Background: an optimization exercise with open tools, aiming at a short achievable clock period and few clock cycles. Do not read the settings as production practice. At most, simulation tests tie the RTL to the original design; equivalence was not proved.

==> v19: inputs <==
## soc_top
module soc_top (
  input  logic              clock,
  input  logic              rst_n,
  input  logic              wb_cyc,
  input  logic              wb_stb,
  input  logic              wb_we,
  input  logic [ADDR_W-1:0] wb_adr,
  input  logic [DATA_W-1:0] wb_wdata,
  output logic [DATA_W-1:0] wb_rdata,
  output logic              wb_ack,
  output logic              wb_err,
  output logic              tx,
  input  logic              rx,
  output logic              irq
);
==> module scratch_mem, before the edit <==
module scratch_mem (
  input  logic              clock,
  input  logic              mem_we,
  input  logic [MEM_AW-1:0] mem_addr,
  input  logic [DATA_W-1:0] mem_wdata,
  input  logic              rd_off,
  input  logic [7:0]        rd_or,
  output logic [DATA_W-1:0] mem_rdata
);
  logic [DATA_W-1:0]    mem [MEM_WORDS];
  logic [MEM_WORDS-1:0] sel;
  always_ff @(posedge clock) begin
    if (mem_we) begin
      mem[mem_addr] <= mem_wdata;
    end
  end
  rd_dec dec_i (
    .addr (mem_addr),
    .off  (rd_off),
    .sel  (sel)
  );
  for (genvar b = 0; b < DATA_W; b++) begin : g_bit
    logic [MEM_WORDS-1:0] col;
    for (genvar w = 0; w < MEM_WORDS; w++) begin : g_col
      assign col[w] = mem[w][b];
    end
    if (b < 8) begin : g_x
      rd_tree_x tree_i (
        .d   (col),
        .sel (sel),
        .x   (rd_or[b]),
        .y   (mem_rdata[b])
      );
    end else begin : g_n
      rd_tree tree_i (
        .d   (col),
        .sel (sel),
        .y   (mem_rdata[b])
      );
    end
  end
endmodule
==> flow/config.mk <==
export PLATFORM = sky130hd
export DESIGN_NAME = soc_top
export DESIGN_NICKNAME = soc_top
export VERILOG_FILES = /design/flow/design.v
export SDC_FILE = /design/flow/constraint.sdc
export NUM_CORES = 4
export LEC_CHECK = 0
export CAP_MARGIN = 20
export CELL_PAD_IN_SITES_DETAIL_PLACEMENT = 0
export CELL_PAD_IN_SITES_GLOBAL_PLACEMENT = 1
export CORE_AREA = 5 5 385 405
export DIE_AREA = 0 0 390 410
export PLACE_DENSITY = 0.65
export SETUP_SLACK_MARGIN = 1.2
export SLEW_MARGIN = 20
export SYNTH_HIERARCHICAL = 1
export SYNTH_MEMORY_MAX_BITS = 16384
==> flow/constraint.sdc <==
create_clock -name core_clock -period 5.0 [get_ports {clock}]
set_input_delay 1.0000 -clock core_clock [delete_from_list [all_inputs] [get_ports {clock}]]
set_output_delay 1.0000 -clock core_clock [all_outputs]
set_load 0.01 [all_outputs]
standard.sh (not shown) runs the stock make flow with config.mk's settings and CLKGATE_MAP_FILE= SYNTH_SCRIPT=/design/flow/synth_recipe.tcl, a recipe that flattens the netlist after the stock synthesis.
==> flow/flow/run.sh <==
#!/bin/bash
# Standard layout, except that after the floorplan the scratch memory's
# flip-flops are placed in bit-slice blocks (flow/array.tcl) and fixed there,
# so that each bit's read multiplexer stays local. Each step's output goes to
# a log file of its own in this folder.
set -euo pipefail
bash standard.sh synth floorplan > 1_synth_floorplan.log 2>&1
ODB_FILE="orfs/results/${FLOW_PLATFORM}/soc_top/base/2_floorplan.odb" \
  openroad -no_init -exit flow/array.tcl > 2_array_place.log 2>&1
bash standard.sh > 3_place_to_finish.log 2>&1
==> flow/flow/array.tcl <==
# Places the scratch memory's flip-flops in bit-slice blocks and fixes them:
# block b holds bit b of all 64 words, so that the read multiplexer of each
# bit stays local. Reads and writes the floorplan database given in ODB_FILE.
# Blocks sit on a BX x BY grid; each holds ROWS_PER_BLOCK rows of SEGS_PER_BLOCK
# tap-to-tap segments with FLOPS_PER_SEG flip-flops each.
read_db $::env(ODB_FILE)
set block [ord::get_db_block]
set dbu [$block getDefUnits]

set BX 4
set BY 8
set ROWS_PER_BLOCK 16
set SEGS_PER_BLOCK 2
set FLOPS_PER_SEG 2
set GAP_ROWS [expr {[info exists ::env(GAP_ROWS)] ? $::env(GAP_ROWS) : 2}]
set GAP_SEGS [expr {[info exists ::env(GAP_SEGS)] ? $::env(GAP_SEGS) : 1}]

# rows bottom to top
set rows {}
foreach row [$block getRows] {
  lappend rows [list [lindex [$row getOrigin] 1] $row]
}
set rows [lsort -integer -index 0 $rows]
set nrows [llength $rows]

# tap cells per row y
array set taps {}
foreach inst [$block getInsts] {
  if {[string match "*tapvpwrvgnd*" [[$inst getMaster] getName]]} {
    set bb [$inst getBBox]
    lappend taps([$bb yMin]) [list [$bb xMin] [$bb xMax]]
  }
}

set flop_w 0
set flops {}
foreach inst [$block getInsts] {
  set n [$inst getName]
  if {[regexp {^mem_i\.mem\\?\[(\d+)\\?\]\\?\[(\d+)\\?\]} $n -> w b]} {
    lappend flops [list $w $b $inst]
    set flop_w [[$inst getMaster] getWidth]
  }
}
puts "array: [llength $flops] memory flip-flops, width $flop_w, $nrows rows"

# free segments of a row: the gaps between taps (and the row ends) at least
# FLOPS_PER_SEG flip-flops wide
proc segments {row y} {
  global taps flop_w FLOPS_PER_SEG
  set x0 [lindex [$row getOrigin] 0]
  set x1 [expr {$x0 + [$row getSiteCount] * [$row getSpacing]}]
  set ts [lsort -integer -index 0 $taps($y)]
  set segs {}
  set cur $x0
  foreach t $ts {
    if {[lindex $t 0] - $cur >= $FLOPS_PER_SEG * ($flop_w + 920)} { lappend segs [list $cur [lindex $t 0]] }
    set cur [lindex $t 1]
  }
  if {$x1 - $cur >= $FLOPS_PER_SEG * ($flop_w + 920)} { lappend segs [list $cur $x1] }
  return $segs
}

set need_rows [expr {$BY * $ROWS_PER_BLOCK + ($BY - 1) * $GAP_ROWS}]
set row0 [expr {($nrows - $need_rows) / 2}]
if {$row0 < 0} { error "array: $need_rows rows needed, $nrows available" }

foreach f $flops {
  lassign $f w b inst
  set bx [expr {$b % $BX}]
  set by [expr {$b / $BX}]
  set lr [expr {$w / ($SEGS_PER_BLOCK * $FLOPS_PER_SEG)}]
  set ls [expr {($w / $FLOPS_PER_SEG) % $SEGS_PER_BLOCK}]
  set slot [expr {$w % $FLOPS_PER_SEG}]
  set ri [expr {$row0 + $by * ($ROWS_PER_BLOCK + $GAP_ROWS) + $lr}]
  lassign [lindex $rows $ri] y row
  set segs [segments $row $y]
  set need_segs [expr {$BX * $SEGS_PER_BLOCK + ($BX - 1) * $GAP_SEGS}]
  set seg0 [expr {([llength $segs] - $need_segs) / 2}]
  if {$seg0 < 0} { error "array: $need_segs segments needed in row $ri, [llength $segs] available" }
  set si [expr {$seg0 + $bx * ($SEGS_PER_BLOCK + $GAP_SEGS) + $ls}]
  set seg [lindex $segs $si]
  # flip-flops two sites apart, centred in their segment, on the site grid
  set site [$row getSpacing]
  set pitch [expr {$flop_w + 2 * $site}]
  set free [expr {[lindex $seg 1] - [lindex $seg 0] - $FLOPS_PER_SEG * $pitch + 2 * $site}]
  if {$free < 0} { error "array: segment too narrow" }
  set x [expr {[lindex $seg 0] + ($free / 2 / $site) * $site + $slot * $pitch}]
  $inst setOrient [$row getOrient]
  $inst setLocation $x $y
  $inst setPlacementStatus FIRM
}
write_db $::env(ODB_FILE)
puts "array: placed"
==> v8 (differences from v19) <==
--- a/flow/design.v
+++ b/flow/design.v
@@ -191,17 +191,16 @@
 `timescale 1ns/1ps
 import soc_pkg::*;
 module scratch_mem (
   input  logic              clock,
   input  logic              mem_we,
   input  logic [MEM_AW-1:0] mem_addr,
   input  logic [DATA_W-1:0] mem_wdata,
   input  logic              rd_off,
-  input  logic [7:0]        rd_or,
   output logic [DATA_W-1:0] mem_rdata
 );
   logic [DATA_W-1:0]    mem [MEM_WORDS];
   logic [MEM_WORDS-1:0] sel;
   always_ff @(posedge clock) begin
     if (mem_we) begin
       mem[mem_addr] <= mem_wdata;
     end
@@ -211,63 +210,44 @@
     .off  (rd_off),
     .sel  (sel)
   );
   for (genvar b = 0; b < DATA_W; b++) begin : g_bit
     logic [MEM_WORDS-1:0] col;
     for (genvar w = 0; w < MEM_WORDS; w++) begin : g_col
       assign col[w] = mem[w][b];
     end
-    if (b < 8) begin : g_x
-      rd_tree_x tree_i (
-        .d   (col),
-        .sel (sel),
-        .x   (rd_or[b]),
-        .y   (mem_rdata[b])
-      );
-    end else begin : g_n
-      rd_tree tree_i (
-        .d   (col),
-        .sel (sel),
-        .y   (mem_rdata[b])
-      );
-    end
+    rd_tree tree_i (
+      .d   (col),
+      .sel (sel),
+      .y   (mem_rdata[b])
+    );
   end
 endmodule
 module rd_dec (
   input  logic [MEM_AW-1:0]    addr,
   input  logic                 off,
   output logic [MEM_WORDS-1:0] sel
 );
   logic [3:0] p0, p1, p2;
-  rd_pre2  pre0_i (.a(addr[1:0]), .y(p0));
-  rd_pre2  pre1_i (.a(addr[3:2]), .y(p1));
-  rd_pre2e pre2_i (.a(addr[5:4]), .off(off), .y(p2));
+  rd_pre2 pre0_i (.a(addr[1:0]), .en(1'b1), .y(p0));
+  rd_pre2 pre1_i (.a(addr[3:2]), .en(1'b1), .y(p1));
+  rd_pre2 pre2_i (.a(addr[5:4]), .en(!off), .y(p2));
   for (genvar w = 0; w < MEM_WORDS; w++) begin : g_w
     rd_and3 u (.a(p0[w % 4]), .b(p1[(w / 4) % 4]), .c(p2[w / 16]), .y(sel[w]));
   end
 endmodule
 module rd_pre2 (
   input  logic [1:0] a,
+  input  logic       en,
   output logic [3:0] y
 );
   always_comb begin
     for (int i = 0; i < 4; i++) begin
-      y[i] = a == 2'(i);
-    end
-  end
-endmodule
-module rd_pre2e (
-  input  logic [1:0] a,
-  input  logic       off,
-  output logic [3:0] y
-);
-  always_comb begin
-    for (int i = 0; i < 4; i++) begin
-      y[i] = !off && a == 2'(i);
+      y[i] = en && a == 2'(i);
     end
   end
 endmodule
 module rd_and3 (
   input  logic a,
   input  logic b,
   input  logic c,
   output logic y
@@ -288,37 +268,16 @@
   for (genvar i = 0; i < 8; i++) begin : g_l2
     rd_nand4 u (.a(l1[4*i+3:4*i]), .y(l2[i]));
   end
   for (genvar i = 0; i < 4; i++) begin : g_l3
     rd_nor2 u (.a(l2[2*i+1:2*i]), .y(l3[i]));
   end
   rd_nand4 u4 (.a(l3), .y(y));
 endmodule
-module rd_tree_x (
-  input  logic [MEM_WORDS-1:0] d,
-  input  logic [MEM_WORDS-1:0] sel,
-  input  logic                 x,
-  output logic                 y
-);
-  logic [31:0] l1;
-  logic [7:0]  l2;
-  logic [3:0]  l3;
-  for (genvar i = 0; i < 32; i++) begin : g_l1
-    rd_aoi22 u (.a(d[2*i]), .sa(sel[2*i]), .b(d[2*i+1]), .sb(sel[2*i+1]), .y(l1[i]));
-  end
-  for (genvar i = 0; i < 8; i++) begin : g_l2
-    rd_nand4 u (.a(l1[4*i+3:4*i]), .y(l2[i]));
-  end
-  for (genvar i = 0; i < 3; i++) begin : g_l3
-    rd_nor2 u (.a(l2[2*i+1:2*i]), .y(l3[i]));
-  end
-  rd_nor3 u3 (.a({x, l2[7:6]}), .y(l3[3]));
-  rd_nand4 u4 (.a(l3), .y(y));
-endmodule
 module rd_aoi22 (
   input  logic a,
   input  logic sa,
   input  logic b,
   input  logic sb,
   output logic y
 );
   assign y = !((a && sa) || (b && sb));
@@ -330,36 +289,29 @@
   assign y = !(&a);
 endmodule
 module rd_nor2 (
   input  logic [1:0] a,
   output logic       y
 );
   assign y = !(|a);
 endmodule
-module rd_nor3 (
-  input  logic [2:0] a,
-  output logic       y
-);
-  assign y = !(|a);
-endmodule
 `timescale 1ns/1ps
 import soc_pkg::*;
 module bus_ctrl (
   input  logic              rst_n,
   input  logic              wb_cyc,
   input  logic              wb_stb,
   input  logic              wb_we,
   input  logic [ADDR_W-1:0] wb_adr,
   output logic [DATA_W-1:0] wb_rdata,
   output logic              wb_ack,
   output logic              wb_err,
   output logic              mem_we,
   input  logic [DATA_W-1:0] mem_rdata,
-  output logic [7:0]        rd_or,
   output logic              reg_wr,
   output logic              reg_rd,
   output logic [1:0]        reg_sel,
   input  logic [7:0]        reg_rdata,
   input  logic              tx_busy
 );
   logic req;
   logic dec_mem;
@@ -373,18 +325,18 @@
     reg_sel = wb_adr[3:2];
     stall  = dec_reg && reg_sel == REG_TXDATA && wb_we && tx_busy;
     wb_ack = req && (dec_mem || dec_reg) && !stall;
     wb_err = req && !(dec_mem || dec_reg);
     mem_we = req && dec_mem && wb_we;
     reg_wr = req && dec_reg && wb_we && !stall;
     reg_rd = req && dec_reg && !wb_we;
   end
-  assign rd_or    = wb_adr[15] ? reg_rdata : 8'h0;
-  assign wb_rdata = mem_rdata;
+  assign wb_rdata[DATA_W-1:8] = mem_rdata[DATA_W-1:8];
+  assign wb_rdata[7:0]        = mem_rdata[7:0] | (wb_adr[15] ? reg_rdata : 8'h0);
 endmodule
 `timescale 1ns/1ps
 import soc_pkg::*;
 module soc_top (
   input  logic              clock,
   input  logic              rst_n,
   input  logic              wb_cyc,
   input  logic              wb_stb,
@@ -395,47 +347,44 @@
   output logic              wb_ack,
   output logic              wb_err,
   output logic              tx,
   input  logic              rx,
   output logic              irq
 );
   logic              mem_we;
   logic [DATA_W-1:0] mem_rdata;
-  logic [7:0]        rd_or;
   logic              reg_wr;
   logic              reg_rd;
   logic [1:0]        reg_sel;
   logic [7:0]        reg_rdata;
   logic              tx_busy;
   bus_ctrl ctrl_i (
     .rst_n     (rst_n),
     .wb_cyc    (wb_cyc),
     .wb_stb    (wb_stb),
     .wb_we     (wb_we),
     .wb_adr    (wb_adr),
     .wb_rdata  (wb_rdata),
     .wb_ack    (wb_ack),
     .wb_err    (wb_err),
     .mem_we    (mem_we),
     .mem_rdata (mem_rdata),
-    .rd_or     (rd_or),
     .reg_wr    (reg_wr),
     .reg_rd    (reg_rd),
     .reg_sel   (reg_sel),
     .reg_rdata (reg_rdata),
     .tx_busy   (tx_busy)
   );
   scratch_mem mem_i (
     .clock     (clock),
     .mem_we    (mem_we),
     .mem_addr  (wb_adr[MEM_AW+1:2]),
     .mem_wdata (wb_wdata),
     .rd_off    (wb_adr[15]),
-    .rd_or     (rd_or),
     .mem_rdata (mem_rdata)
   );
   uart_mmio uart_i (
     .clock     (clock),
     .rst_n     (rst_n),
     .reg_wr    (reg_wr),
     .reg_rd    (reg_rd),
     .reg_sel   (reg_sel),
==> flow/run.sh (new file) <==
#!/bin/bash
# synth_recipe.tcl (not shown) runs the flow's synth.tcl, then flattens the netlist and writes it again
# the make line also repeats each setting of config.mk as NAME=value (left out here)
make -C /OpenROAD-flow-scripts/flow DESIGN_CONFIG=/design/flow/config.mk WORK_HOME=/design/flow/orfs CLKGATE_MAP_FILE= SYNTH_SCRIPT=/design/flow/synth_recipe.tcl finish
- CELL_PAD_IN_SITES_DETAIL_PLACEMENT: 0 -> 2
- CELL_PAD_IN_SITES_GLOBAL_PLACEMENT: 1 -> 2
- CORE_AREA: 5 5 385 405 -> unset
- CORE_MARGIN: unset -> 2
- CORE_UTILIZATION: unset -> 30
- DIE_AREA: 0 0 390 410 -> unset
- PLACE_DENSITY: 0.65 -> 0.4
- SETUP_SLACK_MARGIN: 1.2 -> 2.0
removed: flow/flow/run.sh
removed: flow/flow/array.tcl
removed: flow/standard.sh
==> v24 (differences from v19) <==
--- a/flow/design.v
+++ b/flow/design.v
@@ -194,49 +194,66 @@
   input  logic              clock,
   input  logic              mem_we,
   input  logic [MEM_AW-1:0] mem_addr,
   input  logic [DATA_W-1:0] mem_wdata,
   input  logic              rd_off,
   input  logic [7:0]        rd_or,
   output logic [DATA_W-1:0] mem_rdata
 );
-  logic [DATA_W-1:0]    mem [MEM_WORDS];
-  logic [MEM_WORDS-1:0] sel;
+  logic [DATA_W-1:0] mem [MEM_WORDS];
   always_ff @(posedge clock) begin
     if (mem_we) begin
       mem[mem_addr] <= mem_wdata;
     end
   end
-  rd_dec dec_i (
-    .addr (mem_addr),
-    .off  (rd_off),
-    .sel  (sel)
-  );
   for (genvar b = 0; b < DATA_W; b++) begin : g_bit
     logic [MEM_WORDS-1:0] col;
     for (genvar w = 0; w < MEM_WORDS; w++) begin : g_col
       assign col[w] = mem[w][b];
     end
     if (b < 8) begin : g_x
-      rd_tree_x tree_i (
-        .d   (col),
-        .sel (sel),
-        .x   (rd_or[b]),
-        .y   (mem_rdata[b])
+      rd_slice_x slice_i (
+        .d    (col),
+        .addr (mem_addr),
+        .off  (rd_off),
+        .x    (rd_or[b]),
+        .y    (mem_rdata[b])
       );
     end else begin : g_n
-      rd_tree tree_i (
-        .d   (col),
-        .sel (sel),
-        .y   (mem_rdata[b])
+      rd_slice slice_i (
+        .d    (col),
+        .addr (mem_addr),
+        .off  (rd_off),
+        .y    (mem_rdata[b])
       );
     end
   end
 endmodule
+module rd_slice (
+  input  logic [MEM_WORDS-1:0] d,
+  input  logic [MEM_AW-1:0]    addr,
+  input  logic                 off,
+  output logic                 y
+);
+  logic [MEM_WORDS-1:0] sel;
+  rd_dec  dec_i  (.addr(addr), .off(off), .sel(sel));
+  rd_tree tree_i (.d(d), .sel(sel), .y(y));
+endmodule
+module rd_slice_x (
+  input  logic [MEM_WORDS-1:0] d,
+  input  logic [MEM_AW-1:0]    addr,
+  input  logic                 off,
+  input  logic                 x,
+  output logic                 y
+);
+  logic [MEM_WORDS-1:0] sel;
+  rd_dec    dec_i  (.addr(addr), .off(off), .sel(sel));
+  rd_tree_x tree_i (.d(d), .sel(sel), .x(x), .y(y));
+endmodule
 module rd_dec (
   input  logic [MEM_AW-1:0]    addr,
   input  logic                 off,
   output logic [MEM_WORDS-1:0] sel
 );
   logic [3:0] p0, p1, p2;
   rd_pre2  pre0_i (.a(addr[1:0]), .y(p0));
   rd_pre2  pre1_i (.a(addr[3:2]), .y(p1));
--- a/flow/flow/array.tcl
+++ b/flow/flow/array.tcl
@@ -2,23 +2,31 @@
 # block b holds bit b of all 64 words, so that the read multiplexer of each
 # bit stays local. Reads and writes the floorplan database given in ODB_FILE.
 # Blocks sit on a BX x BY grid; each holds ROWS_PER_BLOCK rows of SEGS_PER_BLOCK
 # tap-to-tap segments with FLOPS_PER_SEG flip-flops each.
 read_db $::env(ODB_FILE)
 set block [ord::get_db_block]
 set dbu [$block getDefUnits]
 
-set BX 4
-set BY 8
-set ROWS_PER_BLOCK 16
-set SEGS_PER_BLOCK 2
+proc knob {name default} {
+  if {[info exists ::env(ARRAY_$name)]} { return $::env(ARRAY_$name) }
+  return $default
+}
+set BX [knob BX 4]
+set BY [knob BY 8]
+set ROWS_PER_BLOCK [knob ROWS 16]
+set SEGS_PER_BLOCK [knob SEGS 2]
 set FLOPS_PER_SEG 2
-set GAP_ROWS [expr {[info exists ::env(GAP_ROWS)] ? $::env(GAP_ROWS) : 2}]
-set GAP_SEGS [expr {[info exists ::env(GAP_SEGS)] ? $::env(GAP_SEGS) : 1}]
+set GAP_ROWS [knob GAP_ROWS 2]
+set GAP_SEGS [knob GAP_SEGS 1]
+# inside a block, ROW_GROUP rows of flip-flops are followed by ROW_SKIP free rows
+set ROW_GROUP [knob ROW_GROUP 2]
+set ROW_SKIP [knob ROW_SKIP 0]
+set BLOCK_ROWS [expr {$ROWS_PER_BLOCK + (($ROWS_PER_BLOCK - 1) / $ROW_GROUP) * $ROW_SKIP}]
 
 # rows bottom to top
 set rows {}
 foreach row [$block getRows] {
   lappend rows [list [lindex [$row getOrigin] 1] $row]
 }
 set rows [lsort -integer -index 0 $rows]
 set nrows [llength $rows]
@@ -55,28 +63,28 @@
   foreach t $ts {
     if {[lindex $t 0] - $cur >= $FLOPS_PER_SEG * ($flop_w + 920)} { lappend segs [list $cur [lindex $t 0]] }
     set cur [lindex $t 1]
   }
   if {$x1 - $cur >= $FLOPS_PER_SEG * ($flop_w + 920)} { lappend segs [list $cur $x1] }
   return $segs
 }
 
-set need_rows [expr {$BY * $ROWS_PER_BLOCK + ($BY - 1) * $GAP_ROWS}]
+set need_rows [expr {$BY * $BLOCK_ROWS + ($BY - 1) * $GAP_ROWS}]
 set row0 [expr {($nrows - $need_rows) / 2}]
 if {$row0 < 0} { error "array: $need_rows rows needed, $nrows available" }
 
 foreach f $flops {
   lassign $f w b inst
   set bx [expr {$b % $BX}]
   set by [expr {$b / $BX}]
   set lr [expr {$w / ($SEGS_PER_BLOCK * $FLOPS_PER_SEG)}]
   set ls [expr {($w / $FLOPS_PER_SEG) % $SEGS_PER_BLOCK}]
   set slot [expr {$w % $FLOPS_PER_SEG}]
-  set ri [expr {$row0 + $by * ($ROWS_PER_BLOCK + $GAP_ROWS) + $lr}]
+  set ri [expr {$row0 + $by * ($BLOCK_ROWS + $GAP_ROWS) + $lr + ($lr / $ROW_GROUP) * $ROW_SKIP}]
   lassign [lindex $rows $ri] y row
   set segs [segments $row $y]
   set need_segs [expr {$BX * $SEGS_PER_BLOCK + ($BX - 1) * $GAP_SEGS}]
   set seg0 [expr {([llength $segs] - $need_segs) / 2}]
   if {$seg0 < 0} { error "array: $need_segs segments needed in row $ri, [llength $segs] available" }
   set si [expr {$seg0 + $bx * ($SEGS_PER_BLOCK + $GAP_SEGS) + $ls}]
   set seg [lindex $segs $si]
   # flip-flops two sites apart, centred in their segment, on the site grid
- CORE_AREA: 5 5 385 405 -> 5 5 405 425
- DIE_AREA: 0 0 390 410 -> 0 0 410 430
==> notes.md <==
item	v24	v8	v19
Effective utilization at floorplan	56.9%	30.2%	53.3%
Worst rel slew slack	23.4%	23.6%	30.8%
Highest signal layer in the routed design	met5	met4	met5
Horizontal die dimension	410 µm	521 µm	390 µm
Std-Cell Rows	154	189	146
Status	timing/DRC/antenna clean	timing/DRC/antenna clean	timing/DRC/antenna clean
Critical path endpoint	wb_rdata[13]	wb_rdata[26]	wb_rdata[8]
Final worst hold slack	0.358 ns	0.272 ns	0.356 ns
WL met2	155 mm	152 mm	159 mm
Area occupied by registers	62800 µm²	62800 µm²	62800 µm²
Share of the core filled with cells	67.3%	39.3%	65.1%
Adder-cell area share of the yosys netlist	0.131%	0.156%	0.156%
Fillcell total	10400	25000	9546
Warnings, synthesis	13	12	13
Count of cells along the worst hold path	0	-	0
Placement Cell Area	102000 µm²	93500 µm²	90600 µm²
P&R area growth vs syn	18.4%	30.2%	22.2%
Startpoint of the worst setup timing path	wb_adr[5]	wb_adr[4]	wb_adr[4]
Post-Synth Simple-Gate Area	19.7%	4.66%	4.75%
Gate count of the mapped netlist	6254	3892	3898
Hold-critical path endpoint	uart_i.rx_i.rx_sync	-	uart_i.rx_i.rx_sync
Testbench counts of v19, summed over its fixed seeds: cycles 4,800.
Testbench counts of v24, summed over its fixed seeds: cycles 4,800.
No functional check of the RTL was part of v8.

[re-timing with driven ports]
How much do the figures lean on ideal ports? The routed layouts below were timed once more, with nothing changed but the port constraints.
Step 1 sets driving cells, clkbuf_16 on the clock port and buf_2 on the other inputs (assumed; they add their load-dependent delay and slew).
Step 2, shift: input delay + t, output delay - t, t = (earliest + latest rising clock arrival at the registers) / 2. This alone moves slack from input paths to output paths.
Three values: no drivers, after step 1, after step 2; two values: the first two.
| run | shift t [ns] | setup WS [ns] | worst slew at a driven data input, ns |
|---|---|---|---|
| v19 | 0.910 | 0.672 / 0.593 / 0.224 | 0.18 |
| v8 | 0.959 | 0.397 / 0.358 / 0.358 | 0.10 |
| v24 | 0.900 | 0.906 / 0.489 / 0.376 | 0.55 |
After both steps every run listed still meets setup and hold. The setup slack of v24, which loses most, moves by -0.417 ns with the drivers and by -0.530 ns with both steps.
